What follows belongs to an exercise in optimizing a design on an open flow for small area; a production flow would make more cautious choices.
In this exercise RTL edits were held to simulation tests only and were not proved equivalent to the original.
Power and IR drop assume default switching activity.

==> design.v <==
package pio_pkg;
  typedef union packed {
    struct packed {
      logic [2:0] op;
      logic [4:0] delay;
      logic [2:0] op1;           
      logic [4:0] op2;           
    } gen;
    struct packed {
      logic [2:0] op;
      logic [4:0] delay;
      logic [2:0] dest;
      logic [1:0] mov_op;        
      logic [2:0] mov_src;
    } mov;
  } instr_t;
endpackage
module sm_exec (
  input  logic                   clk,
  input  logic                   rst_n,
  input  logic                   en,
  input  logic [15:0]            instr,
  input  logic [32-1:0] input_pins,
  input  logic                   empty,
  input  logic                   full,
  input  logic                   jmp_pin,
  input  logic [4:0]             pins_in_base,
  input  logic [4:0]             osr_threshold,
  input  logic [32-1:0] din,
  output logic                   push,
  output logic                   pull,
  output logic [32-1:0] dout,
  input  logic [32-1:0]  bus_x,
  input  logic [32-1:0]  bus_y,
  input  logic [32-1:0]  bus_isr,
  input  logic [6-1:0] bus_isr_count,
  input  logic [32-1:0]  bus_osr,
  input  logic [6-1:0] bus_osr_count,
  input  logic [32-1:0]  bus_out_data,
  output logic [32-1:0]  bus_new_val,
  output logic [4:0]              bus_shift_n,
  output logic                    bus_wr_x,
  output logic                    bus_wr_y,
  output logic                    bus_dec_x,
  output logic                    bus_dec_y,
  output logic                    bus_wr_isr,
  output logic                    bus_shift_isr,
  output logic                    bus_wr_osr,
  output logic                    bus_shift_osr,
  output logic                    bus_wr_pc,
  output logic                    bus_advance,
  output logic                    bus_wr_out_pins,
  output logic                    bus_wr_out_dirs,
  output logic                    bus_wr_set_pins,
  output logic                    bus_wr_set_dirs
);
  pio_pkg::instr_t           iw;
  logic [4:0]                delay_cnt;
  logic                      waiting, fire, jmp_take;
  logic [4:0]                rel_pin;
  logic [2:0]                src_sel;
  logic [2*32-1:0]  pins_dbl;
  logic [32-1:0]    in_pins, src_val, mov_val, op2_ext;
  function automatic logic [32-1:0] bit_op(input logic [32-1:0] v,
                                                    input logic [1:0] op);
    logic [32-1:0] r;
    r = v;
    if (op == 2'd1) r = ~v;
    else if (op == 2'd2) begin
      for (int i = 0; i < 32; i++) begin
        r[i] = v[32-1-i];
      end
    end
    bit_op = r;
  endfunction
  assign iw       = instr;
  assign pins_dbl = {input_pins, input_pins} >> pins_in_base;
  assign in_pins  = pins_dbl[32-1:0];       
  assign rel_pin  = pins_in_base + iw.gen.op2;
  assign op2_ext  = {{(32-5){1'b0}}, iw.gen.op2};
  assign src_sel  = (iw.gen.op == 3'd5) ? iw.mov.mov_src : iw.gen.op1;
  assign mov_val  = bit_op(src_val, iw.mov.mov_op);
  assign fire     = en && (delay_cnt == '0) && !waiting;
  assign bus_shift_n = iw.gen.op2;
  assign bus_advance = fire && !bus_wr_pc;
  assign dout     = push ? bus_isr : '0;
  always_comb begin
    case (src_sel)
      3'd0: src_val = in_pins;
      3'd1:    src_val = bus_x;
      3'd2:    src_val = bus_y;
      3'd6:  src_val = bus_isr;
      3'd7:  src_val = bus_osr;
      default:   src_val = '0;                       
    endcase
  end
  always_comb begin
    case (iw.gen.op1)
      3'd0:    jmp_take = 1'b1;
      3'd1:    jmp_take = (bus_x == '0);
      3'd2:    jmp_take = (bus_x != '0);              
      3'd3:    jmp_take = (bus_y == '0);
      3'd4:    jmp_take = (bus_y != '0);              
      3'd5:    jmp_take = (bus_x != bus_y);
      3'd6:    jmp_take = jmp_pin;
      default: jmp_take = (bus_osr_count < {1'b0, osr_threshold});  
    endcase
  end
  always_comb begin
    waiting = 1'b0;
    if (iw.gen.op == 3'd1) begin
      if (iw.gen.op1[1:0] == 2'd0) waiting = (input_pins[iw.gen.op2] != iw.gen.op1[2]);
      else if (iw.gen.op1[1:0] == 2'd1) waiting = (input_pins[rel_pin] != iw.gen.op1[2]);
    end else if (iw.gen.op == 3'd4) begin
      waiting = iw.gen.op1[0] && (iw.gen.op1[2] ? empty : full);
    end
  end
  always_comb begin
    bus_new_val = '0;
    {bus_wr_x, bus_wr_y, bus_dec_x, bus_dec_y} = '0;
    {bus_wr_isr, bus_shift_isr, bus_wr_osr, bus_shift_osr, bus_wr_pc} = '0;
    {bus_wr_out_pins, bus_wr_out_dirs, bus_wr_set_pins, bus_wr_set_dirs} = '0;
    push = 1'b0;
    pull = 1'b0;
    if (fire) begin
      case (iw.gen.op)
        3'd0: begin
          bus_new_val = op2_ext;
          bus_wr_pc   = jmp_take;
          bus_dec_x   = (iw.gen.op1 == 3'd2) && (bus_x != '0);
          bus_dec_y   = (iw.gen.op1 == 3'd4) && (bus_y != '0);
        end
        3'd2: begin
          bus_new_val   = src_val;
          bus_shift_isr = (src_sel != 3'd4) && (src_sel != 3'd5);
        end
        3'd3: begin
          bus_new_val   = bus_out_data;
          bus_shift_osr = 1'b1;
          bus_wr_out_pins = (iw.gen.op1 == 3'd0);
          bus_wr_x        = (iw.gen.op1 == 3'd1);
          bus_wr_y        = (iw.gen.op1 == 3'd2);
          bus_wr_out_dirs = (iw.gen.op1 == 3'd4);
          bus_wr_pc       = (iw.gen.op1 == 3'd5);
          bus_wr_isr      = (iw.gen.op1 == 3'd6);
        end
        3'd4: begin
          if (!iw.gen.op1[2]) begin
            bus_wr_isr = 1'b1;                        
            push       = !full;
          end else begin
            bus_wr_osr  = 1'b1;
            pull        = !empty;
            bus_new_val = empty ? bus_x : din;        
          end
        end
        3'd5: begin
          bus_new_val     = mov_val;
          bus_wr_out_pins = (iw.mov.dest == 3'd0);
          bus_wr_x        = (iw.mov.dest == 3'd1);
          bus_wr_y        = (iw.mov.dest == 3'd2);
          bus_wr_pc       = (iw.mov.dest == 3'd5);
          bus_wr_isr      = (iw.mov.dest == 3'd6);
          bus_wr_osr      = (iw.mov.dest == 3'd7);
        end
        3'd7: begin
          bus_new_val     = op2_ext;
          bus_wr_set_pins = (iw.gen.op1 == 3'd0);
          bus_wr_x        = (iw.gen.op1 == 3'd1);
          bus_wr_y        = (iw.gen.op1 == 3'd2);
          bus_wr_set_dirs = (iw.gen.op1 == 3'd4);
        end
        default: ;                                    
      endcase
    end
  end
  always_ff @(posedge clk or negedge rst_n) begin
    if (!rst_n) begin
      delay_cnt <= '0;
    end else if (en) begin
      if (delay_cnt != '0) delay_cnt <= delay_cnt - 1'b1;
      else if (fire) delay_cnt <= iw.gen.delay;       
    end
  end
endmodule
module sm_pc (
  input  logic                   clk,
  input  logic                   rst_n,
  input  logic [4:0]             pend,
  input  logic [4:0]             wrap_target,
  input  logic [32-1:0]  bus_new_val,
  input  logic                    bus_wr_pc,
  input  logic                    bus_advance,
  output logic [5-1:0] pc
);
  always_ff @(posedge clk or negedge rst_n) begin
    if (!rst_n) begin
      pc <= '0;
    end else if (bus_wr_pc) begin
      pc <= bus_new_val[5-1:0];           
    end else if (bus_advance) begin
      pc <= (pc == pend) ? wrap_target : pc + 1'b1;
    end
  end
endmodule
module sm_scratch (
  input  logic       clk,
  input  logic       rst_n,
  input  logic [32-1:0]  bus_new_val,
  input  logic                    bus_wr_x,
  input  logic                    bus_wr_y,
  input  logic                    bus_dec_x,
  input  logic                    bus_dec_y,
  output logic [32-1:0]  bus_x,
  output logic [32-1:0]  bus_y
);
  logic [32-1:0] regs [2];                 
  logic [1:0]             wr, dec;
  assign wr  = {bus_wr_y, bus_wr_x};
  assign dec = {bus_dec_y, bus_dec_x};
  always_ff @(posedge clk or negedge rst_n) begin
    if (!rst_n) begin
      for (int i = 0; i < 2; i++) begin
        regs[i] <= '0;
      end
    end else begin
      for (int i = 0; i < 2; i++) begin
        if (wr[i]) regs[i] <= bus_new_val;
        else if (dec[i]) regs[i] <= regs[i] - 1'b1;
      end
    end
  end
  assign bus_x = regs[0];
  assign bus_y = regs[1];
endmodule
module sm_shift_in (
  input  logic        clk,
  input  logic        rst_n,
  input  logic        in_shift_dir,                 
  input  logic [32-1:0]  bus_new_val,
  input  logic [4:0]              bus_shift_n,
  input  logic                    bus_wr_isr,
  input  logic                    bus_shift_isr,
  output logic [32-1:0]  bus_isr,
  output logic [6-1:0] bus_isr_count
);
  logic [6-1:0]  n;
  logic [6:0]    sum;
  logic [2*32-1:0] left_cat, right_cat;
  assign n   = (bus_shift_n == '0) ? 6'(32) : {1'b0, bus_shift_n};
  assign sum = bus_isr_count + n;
  assign left_cat  = {bus_isr, bus_new_val << (32 - n)} << n;
  assign right_cat = {bus_new_val, bus_isr} >> n;
  always_ff @(posedge clk or negedge rst_n) begin
    if (!rst_n) begin
      bus_isr       <= '0;
      bus_isr_count <= '0;
    end else if (bus_wr_isr) begin
      bus_isr       <= bus_new_val;
      bus_isr_count <= '0;
    end else if (bus_shift_isr) begin
      bus_isr       <= in_shift_dir ? right_cat[32-1:0]
                                    : left_cat[2*32-1:32];
      bus_isr_count <= (sum > 32) ? 6'(32)
                                           : sum[6-1:0];
    end
  end
endmodule
module sm_shift_out (
  input  logic         clk,
  input  logic         rst_n,
  input  logic         out_shift_dir,               
  input  logic [32-1:0]  bus_new_val,
  input  logic [4:0]              bus_shift_n,
  input  logic                    bus_wr_osr,
  input  logic                    bus_shift_osr,
  output logic [32-1:0]  bus_osr,
  output logic [6-1:0] bus_osr_count,
  output logic [32-1:0]  bus_out_data
);
  logic [6-1:0]  n;
  logic [6:0]    sum;
  logic [2*32-1:0] shl, shr, mask_wide;
  assign n   = (bus_shift_n == '0) ? 6'(32) : {1'b0, bus_shift_n};
  assign sum = bus_osr_count + n;
  assign shl       = {{32{1'b0}}, bus_osr} << n;   
  assign shr       = {bus_osr, {32{1'b0}}} >> n;
  assign mask_wide = ({{(2*32-1){1'b0}}, 1'b1} << n) - 1'b1;
  assign bus_out_data = out_shift_dir ? (bus_osr & mask_wide[32-1:0])
                                      : shl[2*32-1:32];
  always_ff @(posedge clk or negedge rst_n) begin
    if (!rst_n) begin
      bus_osr       <= '0;
      bus_osr_count <= 6'(32);   
    end else if (bus_wr_osr) begin
      bus_osr       <= bus_new_val;
      bus_osr_count <= '0;
    end else if (bus_shift_osr) begin
      bus_osr       <= out_shift_dir ? shr[2*32-1:32]
                                     : shl[32-1:0];
      bus_osr_count <= (sum > 32) ? 6'(32)
                                           : sum[6-1:0];
    end
  end
endmodule
module sm_pins (
  input  logic                   clk,
  input  logic                   rst_n,
  input  logic [4:0]             pins_out_base,
  input  logic [5:0]             pins_out_count,
  input  logic [4:0]             pins_set_base,
  input  logic [2:0]             pins_set_count,
  input  logic [32-1:0]  bus_new_val,
  input  logic                    bus_wr_out_pins,
  input  logic                    bus_wr_out_dirs,
  input  logic                    bus_wr_set_pins,
  input  logic                    bus_wr_set_dirs,
  output logic [32-1:0] output_pins,
  output logic [32-1:0] pin_directions
);
  logic                     set_sel;
  logic [4:0]               base;
  logic [5:0]               count;
  logic [2*32-1:0] mask_wide, mask_rot, data_rot;
  logic [32-1:0]   wmask, wdata;
  assign set_sel   = bus_wr_set_pins || bus_wr_set_dirs;
  assign base      = set_sel ? pins_set_base : pins_out_base;
  assign count     = set_sel ? {3'b000, pins_set_count} : pins_out_count;
  assign mask_wide = ({{(2*32-1){1'b0}}, 1'b1} << count) - 1'b1;
  assign mask_rot  = {mask_wide[32-1:0], mask_wide[32-1:0]} << base;
  assign data_rot  = {bus_new_val, bus_new_val} << base;
  assign wmask     = mask_rot[2*32-1:32];
  assign wdata     = data_rot[2*32-1:32];
  always_ff @(posedge clk or negedge rst_n) begin
    if (!rst_n) begin
      output_pins    <= '0;
      pin_directions <= '0;
    end else begin
      if (bus_wr_out_pins || bus_wr_set_pins)
        output_pins <= (output_pins & ~wmask) | (wdata & wmask);
      if (bus_wr_out_dirs || bus_wr_set_dirs)
        pin_directions <= (pin_directions & ~wmask) | (wdata & wmask);
    end
  end
endmodule
module pio_sm_top (
  input  logic                   clk,
  input  logic                   rst_n,
  input  logic                   en,                
  input  logic [15:0]            instr,
  input  logic [32-1:0] input_pins,
  input  logic [32-1:0] din,               
  input  logic                   empty,
  input  logic                   full,
  input  logic                   jmp_pin,
  input  logic [4:0]             pend,
  input  logic [4:0]             wrap_target,
  input  logic [4:0]             pins_out_base,
  input  logic [5:0]             pins_out_count,
  input  logic [4:0]             pins_set_base,
  input  logic [2:0]             pins_set_count,
  input  logic [4:0]             pins_in_base,
  input  logic                   out_shift_dir,     
  input  logic                   in_shift_dir,      
  input  logic [4:0]             osr_threshold,
  output logic [5-1:0] pc,
  output logic                   push,
  output logic                   pull,
  output logic [32-1:0] dout,              
  output logic [32-1:0] output_pins,
  output logic [32-1:0] pin_directions
);
  logic [32-1:0]  bus_new_val;
  logic [4:0]              bus_shift_n;
  logic                    bus_wr_x;
  logic                    bus_wr_y;
  logic                    bus_dec_x;
  logic                    bus_dec_y;
  logic                    bus_wr_isr;
  logic                    bus_shift_isr;
  logic                    bus_wr_osr;
  logic                    bus_shift_osr;
  logic                    bus_wr_pc;
  logic                    bus_advance;
  logic                    bus_wr_out_pins;
  logic                    bus_wr_out_dirs;
  logic                    bus_wr_set_pins;
  logic                    bus_wr_set_dirs;
  logic [32-1:0]  bus_x;
  logic [32-1:0]  bus_y;
  logic [32-1:0]  bus_isr;
  logic [6-1:0] bus_isr_count;
  logic [32-1:0]  bus_osr;
  logic [6-1:0] bus_osr_count;
  logic [32-1:0]  bus_out_data;
  sm_exec u_exec (
    .clk           (clk),
    .rst_n         (rst_n),
    .en            (en),
    .instr         (instr),
    .input_pins    (input_pins),
    .empty         (empty),
    .full          (full),
    .jmp_pin       (jmp_pin),
    .pins_in_base  (pins_in_base),
    .osr_threshold (osr_threshold),
    .din           (din),
    .push          (push),
    .pull          (pull),
    .dout          (dout),
    .bus_new_val   (bus_new_val),
    .bus_shift_n   (bus_shift_n),
    .bus_wr_x      (bus_wr_x),
    .bus_wr_y      (bus_wr_y),
    .bus_dec_x     (bus_dec_x),
    .bus_dec_y     (bus_dec_y),
    .bus_wr_isr    (bus_wr_isr),
    .bus_shift_isr (bus_shift_isr),
    .bus_wr_osr    (bus_wr_osr),
    .bus_shift_osr (bus_shift_osr),
    .bus_wr_pc     (bus_wr_pc),
    .bus_advance   (bus_advance),
    .bus_wr_out_pins(bus_wr_out_pins),
    .bus_wr_out_dirs(bus_wr_out_dirs),
    .bus_wr_set_pins(bus_wr_set_pins),
    .bus_wr_set_dirs(bus_wr_set_dirs),
    .bus_x         (bus_x),
    .bus_y         (bus_y),
    .bus_isr       (bus_isr),
    .bus_isr_count (bus_isr_count),
    .bus_osr       (bus_osr),
    .bus_osr_count (bus_osr_count),
    .bus_out_data  (bus_out_data)
  );
  sm_pc u_pc (
    .clk         (clk),
    .rst_n       (rst_n),
    .pend        (pend),
    .wrap_target (wrap_target),
    .bus_new_val   (bus_new_val),
    .bus_wr_pc     (bus_wr_pc),
    .bus_advance   (bus_advance),
    .pc          (pc)
  );
  sm_scratch u_scratch (
    .clk          (clk),
    .rst_n        (rst_n),
    .bus_new_val   (bus_new_val),
    .bus_wr_x      (bus_wr_x),
    .bus_wr_y      (bus_wr_y),
    .bus_dec_x     (bus_dec_x),
    .bus_dec_y     (bus_dec_y),
    .bus_x         (bus_x),
    .bus_y         (bus_y)
  );
  sm_shift_in u_isr (
    .clk          (clk),
    .rst_n        (rst_n),
    .in_shift_dir (in_shift_dir),
    .bus_new_val   (bus_new_val),
    .bus_shift_n   (bus_shift_n),
    .bus_wr_isr    (bus_wr_isr),
    .bus_shift_isr (bus_shift_isr),
    .bus_isr       (bus_isr),
    .bus_isr_count (bus_isr_count)
  );
  sm_shift_out u_osr (
    .clk           (clk),
    .rst_n         (rst_n),
    .out_shift_dir (out_shift_dir),
    .bus_new_val   (bus_new_val),
    .bus_shift_n   (bus_shift_n),
    .bus_wr_osr    (bus_wr_osr),
    .bus_shift_osr (bus_shift_osr),
    .bus_osr       (bus_osr),
    .bus_osr_count (bus_osr_count),
    .bus_out_data  (bus_out_data)
  );
  sm_pins u_pins (
    .clk            (clk),
    .rst_n          (rst_n),
    .pins_out_base  (pins_out_base),
    .pins_out_count (pins_out_count),
    .pins_set_base  (pins_set_base),
    .pins_set_count (pins_set_count),
    .bus_new_val   (bus_new_val),
    .bus_wr_out_pins(bus_wr_out_pins),
    .bus_wr_out_dirs(bus_wr_out_dirs),
    .bus_wr_set_pins(bus_wr_set_pins),
    .bus_wr_set_dirs(bus_wr_set_dirs),
    .output_pins    (output_pins),
    .pin_directions (pin_directions)
  );
endmodule
==> run.sh <==
#!/bin/bash
# synth_recipe.tcl (not shown) runs the flow's synth.tcl, then flattens the netlist and writes it again
# the make line also repeats each setting of config.mk as NAME=value (left out here)
make -C /OpenROAD-flow-scripts/flow DESIGN_CONFIG=/design/flow/config.mk WORK_HOME=/design/flow/orfs CLKGATE_MAP_FILE= SYNTH_SCRIPT=/design/flow/synth_recipe.tcl finish
==> config.mk <==
export PLATFORM = sky130hd
export DESIGN_NAME = pio_sm_top
export DESIGN_NICKNAME = pio_sm_top
export VERILOG_FILES = /design/flow/design.v
export SDC_FILE = /design/flow/constraint.sdc
export NUM_CORES = 4
export LEC_CHECK = 0
export CAP_MARGIN = 40
export CORE_MARGIN = 2
export CORE_UTILIZATION = 30
export PLACE_DENSITY = 0.5
export SLEW_MARGIN = 40
==> constraint.sdc <==
create_clock -name core_clock -period 12.0 [get_ports {clk}]
set_input_delay 2.4000 -clock core_clock [delete_from_list [all_inputs] [get_ports {clk}]]
set_output_delay 2.4000 -clock core_clock [all_outputs]
set_load 0.01 [all_outputs]
==> summary.txt <==
[tightest hold or removal path: cells and delay by family (launching register included)]
| kind | cells | cell delay (ns) |
|---|---|---|
| AO/OA/AOI/OAI | 1 | 0.07 |
| flip-flops | 1 | 0.38 |
| AND/OR/NAND/NOR | 1 | 0.04 |
[synth_stat cells, types with 29 or more instances]
master / number
a211oi_1: 92
a21o_1: 42
a21oi_1: 399
a221oi_1: 57
a22o_1: 35
a22oi_1: 70
a31oi_1: 62
and2_1: 91
buf_1: 83
buf_2: 70
clkbuf_1: 339
dfrtp_1: 207
inv_1: 56
mux2_2: 132
mux2i_1: 407
mux4_2: 61
nand2_1: 649
nand2b_1: 50
nand3_1: 129
nand4_1: 47
nor2_1: 582
nor2b_1: 29
nor3_1: 142
nor4_1: 52
o2111ai_1: 34
o211ai_1: 98
o21a_1: 35
o21ai_0: 439
o21ai_1: 29
o221ai_1: 47
o22ai_1: 84
o31ai_1: 38
or3_1: 52
xnor2_1: 47
xor2_1: 72
[layer usage]
| metal | GRT usage, % | vias up | share of wire [%] |
|---|---|---|---|
| li1 | - | 20800 | - |
| met1 | 52.3 | 24800 | 38 |
| met2 | 59.2 | 4256 | 40 |
| met3 | 14.1 | 1140 | 13 |
| met4 | 30.5 | 22 | 9.1 |
| met5 | 0 | - | 0.058 |
[kinds of logic (layout without fill, tap and decap cells)]
group	after synthesis	after routing	synth area share, %
AND/OR/NAND/NOR	1968	1968	23.5
other	0	15	0
adder cells (fa/ha/maj)	31	31	1.00
buffers and inverters	596	562	6.63
AO/OA/AOI/OAI	1953	1953	34.5
XOR/XNOR	119	119	2.66
multiplexers	621	621	18.4
flip-flops	208	208	13.3
[cell type report]
class / count / area share, %
repair buffers: 450 / 9.04
clock buffers: 34 / 1.60
inverters: 62 / 0.554
clock inverters: 16 / 0.698
multi-input cells: 4692 / 71.4
diodes: 15 / 0.0844
well taps: 1742 / 4.90
flip-flops and latches: 208 / 11.7
[power by group through the flow]
stage / clock (mW) / combinational [mW] / sequential (mW)
3_3_place_gp: 0 / 2.47 / 1.24
4_1_cts: 1.00 / 2.49 / 1.23
6_report: 0.997 / 2.62 / 1.28
3_5_place_dp: 0 / 2.47 / 1.24
5_1_grt: 1.03 / 2.70 / 1.25
2_1_floorplan: 0 / 1.55 / 0.935
[stage by stage]
step / hold WS (ns) / util (%) / instances / worst slack (ns) / power, mW
5_1_grt: 0.523 / 34.3 / 7206 / 1.45 / 4.98
2_1_floorplan: 0.468 / - / 5496 / 3.17 / 2.49
3_3_place_gp: 0.489 / 33.3 / 7143 / 1.67 / 3.72
4_1_cts: 0.505 / 34.3 / 7202 / 1.67 / 4.71
6_report: 0.498 / 34.4 / 7219 / 1.44 / 4.90
3_5_place_dp: 0.494 / 33.5 / 7152 / 1.69 / 3.71
[path summary, 6_finish.rpt]
path,from,end,slack [ns],depth (start not counted)
setup / recovery,pins_in_base[0],dout[31],1.44,13
hold / removal,u_osr.bus_osr_count[5],u_osr.bus_osr_count[5],0.50,2
setup reg to reg,u_exec.delay_cnt[0],u_isr.bus_isr[17],5.07,20
hold reg to reg,u_osr.bus_osr_count[5],u_osr.bus_osr_count[5],0.50,2
max in group asynchronous,rst_n,u_osr.bus_osr[18],8.49,3
min in group asynchronous,rst_n,asynchronous set/reset pin,1.72,1
==> out/qor.yml <==
clock_latency_ns: 0.64
fin_tns_setup_ns: 0
ctsResizeCount: 0
dieArea_sq_mm: 0.133
rows: 132
max_stage_delay_ns: 0.78
final_hold_viol_count: 0
synth_seq_cells: 208
ys.flop_type: "dfrtp_1"
area_growth_pct: 13.5
startpoint_type: "input port"
relSlewSlack_pct: 31.5
wirelength_mm: 290
pwr-share-seq_pct: 26.1
status: "finished clean"
layout_commonest_cell: "nand2_1"
dieWidth_microns: 365
cts_tree: "done"
start_util_pct: 30.3
pwr_density_cell_mw_per_mm2: 110
syn_inst: 5496
period_needed_ns: 10.56
grt_antenna_before_repair: 31
cp_data_required_time_ns: 9.60
netlist.top_cell.by_area: "dfrtp_1"
gp_congestion: 1.15
rsz0062_at_grt: "no"
routedWlPerCell_microns: 40.2
worstSetupPathType: "input port to primary output"
crit_path_cell_trace: "clkdlybuf4s50_1, ha_1, fa_1, mux4_2, mux4_2, mux2i_1, a211o_1, and3b_1, o21ai_2, nor4_2, buf_4, and2_1, clkdlybuf4s50_1"
first_iter_violations: 8531
vias: 51100
final_antenna_net_count: 0
cp_slowest_cell: "fa_1"
grt_pass1_vias: 46600
worstHoldPathType: "flop to flop"
combPwrFrac_pct: 53.5
drive_gt1_share_pct: 13.2
period_share_pct: 88.0
synth_top_area_share_pct: 13.2
fill_cells: 14100
cts_buffers: 27
drc_errors: 0
grt_pass1_wl_mm: 394
vias_per_cell: 7.08
track_usage_pct: 41.8
critPathTopFamily: "buffers and inverters"
grt_max_degree: 136
cts_root_buffer: "clkbuf_16"
hold_buffers: 0
syn-num-nets: 5650
dp_hpwl_mm: 219
coreArea_sq_mm: 0.129
final_nets: 5595
clock-sinks: 208
p_switching_mw: 2.63
pin_count: 230
worst_pin_slew_ns: 1.02
synth_cell_type_count: 141
clockPowerShare_pct: 20.4
cp.arrival_ns: 8.16
postPlaceCellArea_sq_mm: 0.0433
final_cell_mix: "640 x nand2_1, 561 x nor2_1, 435 x o21ai_0, 399 x mux2i_1, 396 x a21oi_1"
multiInputGateArea_sq_mm: 0.0318
cts_max_level: 1
fmax_mhz: 94.7
fin_skew_ns: 0.0291
ys_top_cells_by_area: "dfrtp_1 13%, mux2i_1 10%, nand2_1 6.2%"
synth_warnings: 7
critPathMaxFanout: 33
p_int_mw: 2.27
ir_drop_uv: 124
synth_enable_flop_cells: 0
drv_cap: 0
portBuffers: 229
ys_seq_area_share_pct: 13.3
final-seq-area_sq_mm: 0.00521
drv_slew: 0
cp_num_buf_inv: 3
grt_overflow_total: 0
clk_pin_slew_ns: 0.07
fin_area_sq_mm: 0.0445
firstDrtPassIters: 9
swShare_pct: 53.7
fp.dieH_microns: 365
syn_area_sq_mm: 0.0392
syn_area_per_cell_sq_um: 7.13
synthArstFlopShare_pct: 100
post_cts_buffers: 0
power.leakage_nw: 17.0
finalSetupViolCount: 0
worst_setup_path_end_kind: "primary output"
ctsLongestPathBuffers: 3

==> afterwards: timing with drivers on the ports <==
The results above use ideal ports. As a check the final layout listed here was re-extracted and re-timed, cells and wires unchanged. Step 1: set_driving_cell puts a clkbuf_16 on clk and a buf_2 on each other input, an assumption about the parent block. Step 2 times the ports against the registers' clock, not the clock port: input delays grow and output delays shrink by t, the midpoint of the rising clock arrivals with the driver on. Three values: ideal ports, drivers, drivers and shift; two values: the first two.
t, ns: 0.696
setup WS [ns]: 1.445 / 1.420 / 1.420
worst setup path at the end: input to output
After both steps this run still meets setup and hold. For this run, drivers alone change the setup slack by -0.025 ns; drivers and shift together by -0.025 ns.
